From an optimization exercise on the open Yosys and OpenROAD flow, aimed at small area and a short achievable clock period; shortcuts taken in it are not production practice.
The RTL was checked by simulation tests, not by an equivalence proof against the original design.

Design fc_neuron, start of the top module:
module fc_neuron #(
    parameter int unsigned RELU_EN = 0
) (
    input  logic        clk,
    input  logic        rst,
    input  logic [63:0] pooledPixelArray,
    input  logic [63:0] weight,
    output logic [7:0]  result
);
    logic [7:0] p0, w0;
    assign p0 = pooledPixelArray[7:0];
    assign w0 = weight[7:0];
    logic [7:0] p1, w1;
    assign p1 = pooledPixelArray[15:8];
    assign w1 = weight[15:8];
    logic [7:0] p2, w2;
    assign p2 = pooledPixelArray[23:16];
    assign w2 = weight[23:16];
    logic [7:0] p3, w3;
    assign p3 = pooledPixelArray[31:24];
    assign w3 = weight[31:24];
    logic [7:0] p4, w4;
    assign p4 = pooledPixelArray[39:32];
    assign w4 = weight[39:32];
    logic [7:0] p5, w5;
    assign p5 = pooledPixelArray[47:40];
    assign w5 = weight[47:40];
    logic [7:0] p6, w6;
    assign p6 = pooledPixelArray[55:48];
    assign w6 = weight[55:48];
    logic [7:0] p7, w7;
    assign p7 = pooledPixelArray[63:56];
    assign w7 = weight[63:56];
    logic pp0_00, pp0_01, pp0_02, pp0_03, pp0_04, pp0_05, pp0_06, pp0_07, pp0_10, pp0_11, pp0_12, pp0_13;
    logic pp0_14, pp0_15, pp0_16, pp0_17, pp0_20, pp0_21, pp0_22, pp0_23, pp0_24, pp0_25, pp0_26, pp0_27;
    logic pp0_30, pp0_31, pp0_32, pp0_33, pp0_34, pp0_35, pp0_36, pp0_37, pp0_40, pp0_41, pp0_42, pp0_43;
    logic pp0_44, pp0_45, pp0_46, pp0_47, pp0_50, pp0_51, pp0_52, pp0_53, pp0_54, pp0_55, pp0_56, pp0_57;
    logic pp0_60, pp0_61, pp0_62, pp0_63, pp0_64, pp0_65, pp0_66, pp0_67, pp0_70, pp0_71, pp0_72, pp0_73;
    logic pp0_74, pp0_75, pp0_76, pp0_77, pp1_00, pp1_01, pp1_02, pp1_03, pp1_04, pp1_05, pp1_06, pp1_07;
    logic pp1_10, pp1_11, pp1_12, pp1_13, pp1_14, pp1_15, pp1_16, pp1_17, pp1_20, pp1_21, pp1_22, pp1_23;
    logic pp1_24, pp1_25, pp1_26, pp1_27, pp1_30, pp1_31, pp1_32, pp1_33, pp1_34, pp1_35, pp1_36, pp1_37;
    logic pp1_40, pp1_41, pp1_42, pp1_43, pp1_44, pp1_45, pp1_46, pp1_47, pp1_50, pp1_51, pp1_52, pp1_53;
    logic pp1_54, pp1_55, pp1_56, pp1_57, pp1_60, pp1_61, pp1_62, pp1_63, pp1_64, pp1_65, pp1_66, pp1_67;
    logic pp1_70, pp1_71, pp1_72, pp1_73, pp1_74, pp1_75, pp1_76, pp1_77, pp2_00, pp2_01, pp2_02, pp2_03;
  ...
For scale: ~1200 cells after synthesis.
Settings: LEC_CHECK=0, ABC_AREA=1, CAP_MARGIN=20, CORE_MARGIN=2, CORE_UTILIZATION=40, CTS_BUF_LIST=sky130_fd_sc_hd__clkbuf_2 sky130_fd_sc_hd__clkbuf_4, SLEW_MARGIN=80, SYNTH_HIERARCHICAL=1, SYNTH_MINIMUM_KEEP_SIZE=0; clock period 15.0 ns.
standard.sh (not shown) runs the stock make flow with config.mk's settings and CLKGATE_MAP_FILE= SYNTH_SCRIPT=/design/flow/synth_recipe.tcl, a recipe that flattens the netlist after the stock synthesis.
==> flow/flow/run.sh <==
#!/bin/bash
# Standard ORFS layout, except that the port buffers are the smallest plain
# buffer instead of the delay cell buffer_ports picks by default.
set -euo pipefail
export BUFFER_PORTS_ARGS="-buffer_cell sky130_fd_sc_hd__buf_1"
bash standard.sh > standard.log 2>&1
Change:
SLEW_MARGIN = 85   (was 80)
After rerunning:
- The new run passed the timing, DRC and antenna checks
- global-route usage is about the same
- design area went up by about 2.7%
- utilization went up by 1.1 points
Change:
SLEW_MARGIN = 65   (was 85)
After rerunning: The changed run produced a clean layout; utilization decreases by 1.4 points; first-iteration DRC count went down by 0.70%; maximum frequency shrinks by 1.0%; setup slack degrades by 0.090 ns; non-clock buffer count falls by 61; die area does not change; global-route usage is about the same; cell count drops by 3.4%.
Change:
SLEW_MARGIN = 20   (was 65)
The new run completed with no timing, DRC or antenna violations. Design area came out lower by 1.1%. Cell count fell by 0.35%. Routed wire length stays flat. Worst hold slack barely changes. Area after synthesis stays the same. Die area is unchanged. Critical path depth decreases by 1. Count of clock-buffer cells in the layout is unchanged. Worst setup slack gets worse by 0.16 ns.

port drivers added, routing unchanged:
The flow's constraints put no driver on any port. The routed layouts listed below were extracted and timed again, unchanged, in two steps. Step 1: set_driving_cell puts a clkbuf_16 on clk and a buf_2 on each other input, an assumption about the parent block. Step 2 adds t to the input delays and takes it off the output delays; t is the mean of the earliest and latest rising clock arrival at the registers after step 1. Input paths then give back, and output paths get back, about the clock's delay inside the block. a / b / c = no drivers / after step 1 / after step 2; a / b = the first two.
| run | shift t [ns] | setup WS [ns] | latest minus earliest clock arrival (ns) | worst slew at a driven data input, ns | pins driven straight from the clock port |
|---|---|---|---|---|---|
| the first run | 0.264 | 6.307 / 6.296 / 6.032 | 0.005 / 0.004 | 0.04 | 1 |
| the second run | 0.268 | 6.228 / 6.231 / 5.963 | 0.006 / 0.006 | 0.04 | 1 |
| the third run | 0.273 | 6.137 / 6.128 / 5.856 | 0.001 / 0.001 | 0.05 | 1 |
| the fourth run | 0.265 | 5.976 / 5.954 / 5.689 | 0.001 / 0.001 | 0.04 | 1 |
After both steps setup and hold are still met in every run listed. For the fourth run, which loses most, drivers alone change the setup slack by -0.022 ns; drivers and shift together by -0.287 ns.
